Context: an optimization exercise on an open-source flow, tuned for small area, a short achievable clock period and few clock cycles per item. The choices shown serve that exercise and are no tape-out recipe. Function was checked by simulation only, so behaviour that the tests miss may differ from the original. No activity file was given, so power comes from the tool's default toggle rates.

==> design/flow/design.v <==
package dbsm_pkg;
   localparam int WINDOW_SIZE_DEF   = 8;
   localparam int DROP_RATIO_DEF    = 179;
   localparam int WINDOW_SIZE_MAX   = 32;
   localparam int LUMA_W            = 16;
   localparam int FILL_MAX_W        = $clog2(WINDOW_SIZE_MAX + 1);
   localparam int COUNT_W           = 8;
   localparam int CSR_INDEX_W       = 3;
   localparam logic [1:0] MODE_CLOSED  = 2'd0;
   localparam logic [1:0] MODE_OPENING = 2'd1;
   localparam logic [1:0] MODE_OPEN    = 2'd2;
   localparam logic [1:0] MODE_CLOSING = 2'd3;
   localparam logic [2:0] EV_NONE    = 3'd0;
   localparam logic [2:0] EV_OPENED  = 3'd1;
   localparam logic [2:0] EV_GUARD   = 3'd2;
   localparam logic [2:0] EV_RESUMED = 3'd3;
   localparam logic [2:0] EV_CLOSED  = 3'd4;
   localparam logic [CSR_INDEX_W-1:0] CSR_OPENING_CANDIDATE = 3'd0;
   localparam logic [CSR_INDEX_W-1:0] CSR_OPEN_LIGHT        = 3'd1;
   localparam logic [CSR_INDEX_W-1:0] CSR_OPEN_CONFIRM      = 3'd2;
   localparam logic [CSR_INDEX_W-1:0] CSR_CLOSE_CONFIRM     = 3'd3;
   localparam logic [CSR_INDEX_W-1:0] CSR_CLOSING_GUARD     = 3'd4;
   localparam logic [CSR_INDEX_W-1:0] CSR_CLOSING_DARK      = 3'd5;
   localparam logic [CSR_INDEX_W-1:0] CSR_REFERENCE_LUMA    = 3'd6;
   localparam logic [CSR_INDEX_W-1:0] CSR_REFERENCE_DARK    = 3'd7;
   typedef struct packed {
      logic                  push;
      logic                  restart;
      logic                  sort_en;
      logic                  sort_odd;
      logic                  capture;
      logic [LUMA_W-1:0]     value;
      logic [FILL_MAX_W-1:0] fill;
   } win_cmd_type;
   function automatic logic [COUNT_W-1:0] sat_inc8(input logic [COUNT_W-1:0] v);
      sat_inc8 = (v == {COUNT_W{1'b1}}) ? v : v + 1'b1;
   endfunction
endpackage
import dbsm_pkg::*;
module dbsm_cell
#(
   parameter int INDEX = 0,
   parameter int WIN   = WINDOW_SIZE_DEF,
   parameter int AGE_W = 3
) (
   input  logic              clock,
   input  dbsm_pkg::win_cmd_type       cmd,
   input  logic [LUMA_W-1:0] left_value,
   input  logic [AGE_W-1:0]  left_age,
   input  logic [LUMA_W-1:0] right_value,
   input  logic [AGE_W-1:0]  right_age,
   output logic [LUMA_W-1:0] value,
   output logic [AGE_W-1:0]  age
);
   localparam logic [FILL_MAX_W-1:0] POS    = FILL_MAX_W'(INDEX);
   localparam logic [FILL_MAX_W-1:0] NEXT   = FILL_MAX_W'(INDEX + 1);
   localparam logic [FILL_MAX_W-1:0] FULL   = FILL_MAX_W'(WIN);
   localparam logic [AGE_W-1:0]      OLDEST = AGE_W'(WIN - 1);
   localparam logic                  PAR    = 1'(INDEX % 2);
   localparam logic                  LPAR   = 1'((INDEX + 1) % 2);
   localparam logic                  HAS_L  = (INDEX > 0);
   logic [LUMA_W-1:0] value_ff, value_in;
   logic [AGE_W-1:0]  age_ff, age_in;
   logic              pair_r, pair_l, full;
   assign full   = (cmd.fill == FULL);
   assign pair_r = cmd.sort_en && (PAR == cmd.sort_odd) && (NEXT < cmd.fill);
   assign pair_l = cmd.sort_en && (LPAR == cmd.sort_odd) && HAS_L && (POS < cmd.fill);
   always_comb begin
      value_in = value_ff;
      age_in   = age_ff;
      priority if (cmd.restart) begin
         if (POS == '0) begin
            value_in = cmd.value;
            age_in   = '0;
         end
      end else if (cmd.push) begin
         if (full) begin
            if (age_ff == OLDEST) begin
               value_in = cmd.value;
               age_in   = '0;
            end else begin
               age_in = age_ff + 1'b1;
            end
         end else if (POS == cmd.fill) begin
            value_in = cmd.value;
            age_in   = '0;
         end else if (POS < cmd.fill) begin
            age_in = age_ff + 1'b1;
         end
      end else if (pair_r && (value_ff > right_value)) begin
         value_in = right_value;
         age_in   = right_age;
      end else if (pair_l && (left_value > value_ff)) begin
         value_in = left_value;
         age_in   = left_age;
      end else begin
      end
   end
   always_ff @(posedge clock) begin
      value_ff <= value_in;
      age_ff   <= age_in;
   end
   assign value = value_ff;
   assign age   = age_ff;
endmodule
import dbsm_pkg::*;
module dbsm_window
#(
   parameter int WIN = WINDOW_SIZE_DEF
) (
   input  logic              clock,
   input  dbsm_pkg::win_cmd_type       cmd,
   output logic [LUMA_W-1:0] median
);
   localparam int AGE_W = (WIN > 1) ? $clog2(WIN) : 1;
   logic [LUMA_W-1:0] vals [WIN];
   logic [AGE_W-1:0]  ages [WIN];
   logic [LUMA_W-1:0] lo_ff, hi_ff, lo_pick, hi_pick;
   logic [FILL_MAX_W-1:0] hi_idx, lo_idx;
   logic [LUMA_W:0]   med_sum;
   for (genvar i = 0; i < WIN; i++) begin : g_cell
      logic [LUMA_W-1:0] lv, rv;
      logic [AGE_W-1:0]  la, ra;
      if (i == 0) begin : g_first
         assign lv = vals[i];
         assign la = ages[i];
      end else begin : g_mid_l
         assign lv = vals[i-1];
         assign la = ages[i-1];
      end
      if (i == WIN - 1) begin : g_last
         assign rv = vals[i];
         assign ra = ages[i];
      end else begin : g_mid_r
         assign rv = vals[i+1];
         assign ra = ages[i+1];
      end
      dbsm_cell #(
         .INDEX (i),
         .WIN   (WIN),
         .AGE_W (AGE_W)
      ) u_cell (
         .clock       (clock),
         .cmd         (cmd),
         .left_value  (lv),
         .left_age    (la),
         .right_value (rv),
         .right_age   (ra),
         .value       (vals[i]),
         .age         (ages[i])
      );
   end
   assign hi_idx = cmd.fill >> 1;
   assign lo_idx = cmd.fill[0] ? hi_idx : hi_idx - 1'b1;
   always_comb begin
      lo_pick = '0;
      hi_pick = '0;
      for (int i = 0; i < WIN; i++) begin
         if (FILL_MAX_W'(i) == hi_idx) hi_pick = hi_pick | vals[i];
         if (FILL_MAX_W'(i) == lo_idx) lo_pick = lo_pick | vals[i];
      end
   end
   always_ff @(posedge clock) begin
      if (cmd.capture) begin
         lo_ff <= lo_pick;
         hi_ff <= hi_pick;
      end
   end
   assign med_sum = {1'b0, lo_ff} + {1'b0, hi_ff};
   assign median  = med_sum[LUMA_W:1];
endmodule
import dbsm_pkg::*;
module door_brightness_state_machine
#(
   parameter int WINDOW_SIZE   = WINDOW_SIZE_DEF,
   parameter int DROP_RATIO_Q8 = DROP_RATIO_DEF
) (
   input  logic                   clock,
   input  logic                   reset,
   input  logic                   req_tvalid,
   output logic                   req_tready,
   input  logic [31:0]            req_tdata,   
   output logic                   rsp_tvalid,
   input  logic                   rsp_tready,
   output logic [23:0]            rsp_tdata,   
   input  logic                   csr_valid,
   output logic                   csr_ready,
   input  logic [CSR_INDEX_W-1:0] csr_index,
   input  logic [15:0]            csr_data
);
   localparam int FILL_W  = $clog2(WINDOW_SIZE + 1);
   localparam int ROUND_W = (WINDOW_SIZE > 1) ? $clog2(WINDOW_SIZE) : 1;
   localparam logic [FILL_W-1:0]  FILL_FULL  = FILL_W'(WINDOW_SIZE);
   localparam logic [ROUND_W-1:0] ROUND_LAST = ROUND_W'(WINDOW_SIZE - 1);
   localparam logic [8:0]         DROP       = 9'(DROP_RATIO_Q8);
   localparam int PROD_W = LUMA_W + 9;
   localparam logic [2:0] P_IDLE = 3'd0;
   localparam logic [2:0] P_SORT = 3'd1;
   localparam logic [2:0] P_MED  = 3'd2;
   localparam logic [2:0] P_REF  = 3'd3;
   localparam logic [2:0] P_DONE = 3'd4;
   logic [LUMA_W-1:0]  ocl_ff, oll_ff, cgl_ff, cdf_ff, rul_ff, rdl_ff;
   logic [COUNT_W-1:0] ocf_ff, ccf_ff;
   logic [1:0]         mode_ff, mode_in;
   logic [COUNT_W-1:0] ocnt_ff, ocnt_in, ccnt_ff, ccnt_in, inc_open, inc_close;
   logic [FILL_W-1:0]  fill_ff;
   logic [LUMA_W-1:0]  ref_ff;
   logic [2:0]         phase_ff;
   logic [ROUND_W-1:0] round_ff;
   logic [1:0]         pend_state_ff;
   logic               pend_run_ff;
   logic [2:0]         pend_event_ff;
   logic               rsp_valid_ff;
   logic [23:0]        rsp_data_ff;
   logic [LUMA_W-1:0]  luma, dark, median;
   logic               accept, closing, run_d, push_d, restart_d, load_rsp;
   logic [2:0]         event_d;
   logic [PROD_W-1:0]  drop_prod, luma_scaled;
   dbsm_pkg::win_cmd_type cmd;
   assign luma       = req_tdata[15:0];
   assign dark       = req_tdata[31:16];
   assign req_tready = (phase_ff == P_IDLE);
   assign accept     = req_tvalid && req_tready;
   assign csr_ready  = 1'b1;
   assign load_rsp   = (phase_ff == P_DONE) && (!rsp_valid_ff || rsp_tready);
   assign drop_prod   = {9'd0, ref_ff} * {16'd0, DROP};
   assign luma_scaled = {1'b0, luma, 8'd0};
   assign closing     = (ref_ff != '0) && (luma <= cgl_ff) &&
                        (luma_scaled <= drop_prod) && (dark >= cdf_ff);
   assign inc_open    = (ocnt_ff == 8'hFF) ? ocnt_ff : ocnt_ff + 8'd1;
   assign inc_close   = (ccnt_ff == 8'hFF) ? ccnt_ff : ccnt_ff + 8'd1;
   always_comb begin
      mode_in   = mode_ff;
      ocnt_in   = ocnt_ff;
      ccnt_in   = ccnt_ff;
      run_d     = 1'b0;
      event_d   = EV_NONE;
      push_d    = 1'b0;
      restart_d = 1'b0;
      unique case (mode_ff)
         MODE_CLOSED: begin
            if (luma >= ocl_ff) begin
               mode_in = MODE_OPENING;
               ocnt_in = 8'd1;
            end
         end
         MODE_OPENING: begin
            if (luma >= oll_ff) begin
               ocnt_in = inc_open;
               if (inc_open >= ocf_ff) begin
                  mode_in   = MODE_OPEN;
                  restart_d = 1'b1;
                  event_d   = EV_OPENED;
               end
            end else begin
               mode_in = MODE_CLOSED;
               ocnt_in = '0;
            end
         end
         MODE_CLOSING: begin
            if (closing) begin
               ccnt_in = inc_close;
               if (inc_close >= ccf_ff) begin
                  mode_in = MODE_CLOSED;
                  ccnt_in = '0;
                  event_d = EV_CLOSED;
               end
            end else begin
               mode_in = MODE_OPEN;
               ccnt_in = '0;
               event_d = EV_RESUMED;
            end
         end
         MODE_OPEN: begin
            if (closing) begin
               mode_in = MODE_CLOSING;
               ccnt_in = 8'd1;
               event_d = EV_GUARD;
            end else begin
               push_d = (luma >= rul_ff) && (dark <= rdl_ff);
               run_d  = 1'b1;
            end
         end
         default: begin
         end
      endcase
   end
   assign cmd.push     = accept && push_d;
   assign cmd.restart  = accept && restart_d;
   assign cmd.sort_en  = (phase_ff == P_SORT);
   assign cmd.sort_odd = round_ff[0];
   assign cmd.capture  = (phase_ff == P_MED);
   assign cmd.value    = luma;
   assign cmd.fill     = FILL_MAX_W'(fill_ff);
   dbsm_window #(
      .WIN (WINDOW_SIZE)
   ) u_window (
      .clock  (clock),
      .cmd    (cmd),
      .median (median)
   );
   always_ff @(posedge clock) begin
      if (reset) begin
         ocl_ff <= 16'd10240;
         oll_ff <= 16'd15360;
         ocf_ff <= 8'd3;
         ccf_ff <= 8'd3;
         cgl_ff <= 16'd7680;
         cdf_ff <= 16'd45875;
         rul_ff <= 16'd15360;
         rdl_ff <= 16'd19661;
      end else if (csr_valid && csr_ready) begin
         unique case (csr_index)
            CSR_OPENING_CANDIDATE: ocl_ff <= csr_data;
            CSR_OPEN_LIGHT:        oll_ff <= csr_data;
            CSR_OPEN_CONFIRM:      ocf_ff <= csr_data[7:0];
            CSR_CLOSE_CONFIRM:     ccf_ff <= csr_data[7:0];
            CSR_CLOSING_GUARD:     cgl_ff <= csr_data;
            CSR_CLOSING_DARK:      cdf_ff <= csr_data;
            CSR_REFERENCE_LUMA:    rul_ff <= csr_data;
            CSR_REFERENCE_DARK:    rdl_ff <= csr_data;
            default: begin
            end
         endcase
      end
   end
   always_ff @(posedge clock) begin
      if (reset) begin
         mode_ff      <= MODE_CLOSED;
         ocnt_ff      <= '0;
         ccnt_ff      <= '0;
         fill_ff      <= '0;
         ref_ff       <= '0;
         phase_ff     <= P_IDLE;
         round_ff     <= '0;
         rsp_valid_ff <= 1'b0;
      end else begin
         if (load_rsp) begin
            rsp_valid_ff <= 1'b1;
         end else if (rsp_tready) begin
            rsp_valid_ff <= 1'b0;
         end
         unique case (phase_ff)
            P_IDLE: begin
               if (accept) begin
                  mode_ff <= mode_in;
                  ocnt_ff <= ocnt_in;
                  ccnt_ff <= ccnt_in;
                  if (restart_d) begin
                     fill_ff <= FILL_W'(1);
                     ref_ff  <= luma;
                  end else if (push_d && (fill_ff != FILL_FULL)) begin
                     fill_ff <= fill_ff + 1'b1;
                  end
                  phase_ff <= push_d ? P_SORT : P_DONE;
                  round_ff <= '0;
               end
            end
            P_SORT: begin
               if (round_ff == ROUND_LAST) begin
                  phase_ff <= P_MED;
                  round_ff <= '0;
               end else begin
                  round_ff <= round_ff + 1'b1;
               end
            end
            P_MED: phase_ff <= P_REF;
            P_REF: begin
               ref_ff   <= median;
               phase_ff <= P_DONE;
            end
            P_DONE: begin
               if (load_rsp) begin
                  phase_ff <= P_IDLE;
               end
            end
            default: phase_ff <= P_IDLE;
         endcase
      end
   end
   always_ff @(posedge clock) begin
      if (accept) begin
         pend_state_ff <= mode_in;
         pend_run_ff   <= run_d;
         pend_event_ff <= event_d;
      end
      if (load_rsp) begin
         rsp_data_ff <= {2'b00, ref_ff, pend_event_ff, pend_run_ff, pend_state_ff};
      end
   end
   assign rsp_tvalid = rsp_valid_ff;
   assign rsp_tdata  = rsp_data_ff;
endmodule
==> design/flow/run.sh <==
#!/bin/bash
# synth_recipe.tcl (not shown) runs the flow's synth.tcl, then flattens the netlist and writes it again
# the make line also repeats each setting of config.mk as NAME=value (left out here)
make -C /OpenROAD-flow-scripts/flow DESIGN_CONFIG=/design/flow/config.mk WORK_HOME=/design/flow/orfs CLKGATE_MAP_FILE= SYNTH_SCRIPT=/design/flow/synth_recipe.tcl finish
==> design/flow/config.mk <==
export PLATFORM = sky130hd
export DESIGN_NAME = door_brightness_state_machine
export DESIGN_NICKNAME = door_brightness_state_machine
export VERILOG_FILES = /design/flow/design.v
export SDC_FILE = /design/flow/constraint.sdc
export NUM_CORES = 4
export LEC_CHECK = 0
export CAP_MARGIN = 20
export CORE_MARGIN = 2
export CORE_UTILIZATION = 40
export SLEW_MARGIN = 20
==> design/flow/constraint.sdc <==
create_clock -name core_clock -period 8.0 [get_ports {clock}]
set_input_delay 1.6000 -clock core_clock [delete_from_list [all_inputs] [get_ports {clock}]]
set_output_delay 1.6000 -clock core_clock [all_outputs]
set_load 0.01 [all_outputs]
==> run summary <==
## cell usage in the layout (no fill, tap or decap), drive strengths merged, types with 21 or more instances in the layout
cell type / count
nor2b: 27
ha: 359
clkbuf: 60
a22o: 22
inv: 323
nand2b: 24
mux2i: 155
a21oi: 291
a21o: 54
and3: 24
a221oi: 26
nor2: 95
nand3: 77
o21a: 22
nand4: 45
o211ai: 49
dfxtp: 160
nand2: 306
fa: 38
clkdlybuf4s50: 78
a22oi: 94
a31oi: 21
edfxtp: 209
buf: 48
nor3: 47
o21ai: 110
## area by class of cell
cell class,instances,area (µm²)
Antenna cell,1,2.50
Sequential cell,369,9480
Inverter,323,1210
Fill cell,6279,36100
Multi-Input combinational cell,2075,15600
Tap cell,864,1080
Clock inverter,20,138
Timing Repair Buffer,126,1150
Clock buffer,60,1200
## critical path: cells and delay by family, from the launching register on
| family | cells | cell delay (ns) |
|---|---|---|
| xor gates and xnor gates | 1 | 0.10 |
| AOI/OAI and AO/OA | 6 | 1.24 |
| buffers and inverters | 3 | 0.50 |
| and+or+nand+nor | 7 | 2.34 |
| DFF | 1 | 0.48 |
| adders and majority gates | 6 | 2.46 |
## cell families (layout without fill, tap and decap cells)
| group | after synthesis | in the layout | synth area share (%) |
|---|---|---|---|
| buffers and inverters | 453 | 529 | 6.62 |
| other | 2 | 4 | 0.0281 |
| and+or+nand+nor | 693 | 693 | 12.2 |
| muxes | 161 | 161 | 6.06 |
| AOI/OAI and AO/OA | 786 | 786 | 18.8 |
| DFF | 369 | 369 | 35.5 |
| xor gates and xnor gates | 35 | 35 | 1.15 |
| adders and majority gates | 397 | 397 | 19.7 |
## power by group through the flow
| stage | clock, mW | combinational [mW] | sequential (mW) |
|---|---|---|---|
| 4_1_cts | 1.95 | 0.321 | 2.03 |
| 3_3_place_gp | 0 | 0.311 | 2.07 |
| 2_1_floorplan | 0 | 0.180 | 2.07 |
| 3_5_place_dp | 0 | 0.320 | 2.07 |
| 6_report | 1.92 | 0.324 | 2.03 |
| 5_1_grt | 2.03 | 0.356 | 2.04 |
## worst paths after layout
check	to	startpoint	depth (start not counted)	slack (ns)
worst max-delay path	u_window.g_cell[2].u_cell.value_ff[11]	ref_ff[4]	23	0.49
worst min register to register	rsp_data_ff[0]	pend_state_ff[0]	0	0.42
worst min-delay path	rsp_data_ff[0]	pend_state_ff[0]	0	0.42
worst max register to register	u_window.g_cell[2].u_cell.value_ff[11]	ref_ff[4]	23	0.49
## cell usage after synthesis (5+ instances only)
cell type and count:
nand3_1 77, nand2b_1 24, o21a_1 22, o21ai_0 108, a221oi_1 26, inv_1 321, a31o_2 5, a31oi_1 21
a211oi_1 18, ha_1 359, a21boi_0 9, edfxtp_1 209, a2bb2oi_1 5, nand4_1 45, nor3_1 47, nor2_1 94
clkbuf_1 90, or4_1 6, and3_1 24, mux2_2 6, o211ai_1 49, buf_2 23, nand2_1 306, mux2i_1 155
xnor2_1 19, a22o_1 22, a21oi_1 290, xor2_1 16, clkbuf_2 8, nor4_1 7, a22oi_1 94, fa_1 38
a32oi_1 5, nor2b_1 27, a21o_1 54, dfxtp_1 160, o31ai_1 12, or3_1 11
## routing by layer
layer	vias to the layer above	global-route usage, %
met2	904	39.3
met5	-	0
li1	10600	-
met4	0	9.80
met3	205	3.04
met1	10900	31.1
## sequential cells by signal, indices dropped and copies added (netlist names), 16 cells and up
signal and cells:
rdl_ff 16, oll_ff 16, rsp_data_ff 22, cgl_ff 16, u_window.g_cell.u_cell.age_ff 24, u_window.g_cell.u_cell.value_ff 128
u_window.lo_ff 16, rul_ff 16, ref_ff 16, cdf_ff 16, ocl_ff 16, u_window.hi_ff 16
## through the flow
step	setup slack, ns	utilization [%]
5_1_grt	0.0967	45.3
3_3_place_gp	0.577	43.2
4_1_cts	0.507	45.2
2_1_floorplan	0.545	-
3_5_place_dp	0.522	43.2
6_report	0.489	45.3
==> metrics.csv <==
stage;metric;value;unit
status;status;complete, no violations;
critical_path;Startpoint Class;flop;
cts;later-pin clock latency in the skew report;0.59;ns
placement;buffers added on ports;79;
synthesis;synthesized instance count;2896;
cts;Max clock buf depth;3;
synthesis;Yosys reg bits;369;
global_route;largest net degree at the start of global routing;104;
global_route;total grt overflow;0;
timing;Finish-stage setup viols;0;
timing;Fin Clk Skew;0.0366;ns
synthesis;largest area contributor in the netlist;edfxtp_1;
cts;Root Driver;clkbuf_16;
cts;CTS resizes;0;
placement;hpwl dp;60800;µm
job;max-cap violations;0;
routing;final WL;83000;µm
floorplanning;CORE AREA;66000;µm²
routing;Residual DRC;0;
routing;Via Count;22600;
placement;area post-placement;28500;µm²
routing;Initial DRC Count;2104;
global_route;first-pass GRT wire length;129000;µm
critical_path;crit end category;flop;
routing;met2 wire len;38600;µm
floorplanning;die span in y;262;µm
synthesis;Synth cell types;79;
timing;Tmin final;7.51;ns
cells_and_area;Final Cell Area;29900;µm²
critical_path;Arr. time, crit path;7.79;ns
cells_and_area;P&R area growth vs syn;11.8;%
placement;GPL Wtd Cong;0.867;
cts;CTS tree;built;
timing;Max Clk Rate;0.133;GHz
timing;Fin. Hold Viols;0;
synthesis;post-synth top area share;23.5;%
global_route;initial antenna violation count;0;
synthesis;count of warnings emitted by yosys;12;
timing;TNS Setup;0;ns
routing;average wire per standard cell;21.6;µm
power_and_ir_drop;Comb power frac;7.6;%
timing;Worst Tran Pin Value;1.07;ns
power_and_ir_drop;Total Power;4.28;mW
synthesis;Avg Cell Area, Syn;9.22;µm²
cts;postcts setup bufs;0;
power_and_ir_drop;Cell Pwr Density;143;nW/µm²
floorplanning;chip width;262;µm
global_route;vias in the first global route;22300;
timing;Max Slew Vio Count;0;
power_and_ir_drop;LEAKAGE;12.5;nW
routing;post-route ant nets;0;
global_route;GRT Util Overall;23.7;%
cts;Reg clk slew, reported paths;0.06;ns
cts;total clock buffers created by CTS;44;
power_and_ir_drop;Clk pwr share;44.8;%
power_and_ir_drop;Sw Ratio;24.6;%
routing;highest routed layer;met4;
cts;Hold Buf Count CTS;0;
critical_path;CP cell instances;ha_1 > fa_1 > inv_1 > fa_1 > inv_1 > fa_1 > ha_1 > or3_1 > o211ai_1 > a211oi_1 > or4_1 > a31o_2 > a21oi_1 > xor2_1 > ha_1 > nand4_1 > nor4_1 > nand2_1 > o31a_1 > or4_4 > nand2_4 > buf_12 > a21oi_1;
worst_hold_path;HP Class;flop to flop;
routing;met1 WL;35600;µm
routing;via/cell ratio;5.88;
power_and_ir_drop;internal power;3.22;mW
floorplanning;DIE AREA;68800;µm²
floorplanning;Cell Rows;94;
power_and_ir_drop;peak supply drop;0.000147;V
timing;unrepaired setup endpoints after global routing;false;
cts;Num Clock Sinks;369;
synthesis;Seq/Total Area, Yosys;35.5;%
timing;relative max-transition margin;28.1;%
power_and_ir_drop;Seq pwr share;47.6;%
synthesis;synthesized area;26700;µm²
floorplanning;I/O pins;83;
critical_path;CP max stage delay;0.64;ns
critical_path;critical path fanouts, max;103;
critical_path;Setup CP Type;flop to flop;
critical_path;Slowest cell on crit path;or4_4;
cells_and_area;final layout net count;3392;
critical_path;Req. time, crit path;8.27;ns
routing;met3 wire length;5200;µm
timing;worst hold slack;0.422;ns
synthesis;fraction of registers with async set/reset;0;%
placement;cell count after placement;3757;
cells_and_area;Finished Layout Cells;3838;
synthesis;top cells by area, synth;edfxtp_1, ha_1, dfxtp_1, mux2i_1, a21oi_1;
synthesis;Post-synth EDFFs;209;
routing;drt first pass iters;6;
cells_and_area;share of layout cells above drive strength 1;5.25;%
timing;Tcrit/Tclk final;93.9;%
cts;# H-tree levels;2;
floorplanning;Starting Density;40.5;%
synthesis;main flop type after synthesis;edfxtp_1;
power_and_ir_drop;Sw Pwr;1.05;mW
Testbench counts, summed over its fixed seeds: cycles 40,166, items 4,800.

[static timing again, ports no longer ideal]
No port has a modelled driver above. Below, the same layout with a new extraction and two added sets of constraints.
Step 1, drivers: a clkbuf_16 drives clock and a buf_2 each remaining input, both assumed.
Step 2 times the ports against the registers' clock, not the clock port: input delays grow and output delays shrink by t, the midpoint of the rising clock arrivals with the driver on.
a / b / c = ideal ports / drivers / drivers and shift; a / b = the first two.
t, ns: 0.628
slack for setup (ns): 0.489 / 0.489 / 0.489
worst setup path at the end: register to register
clock arrival spread, ns: 0.037 / 0.036
cell pins on the clock port's net: 1
After both steps setup and hold are still met in this run. For this run, drivers alone change the setup slack by 0.000 ns; drivers and shift together by 0.000 ns.
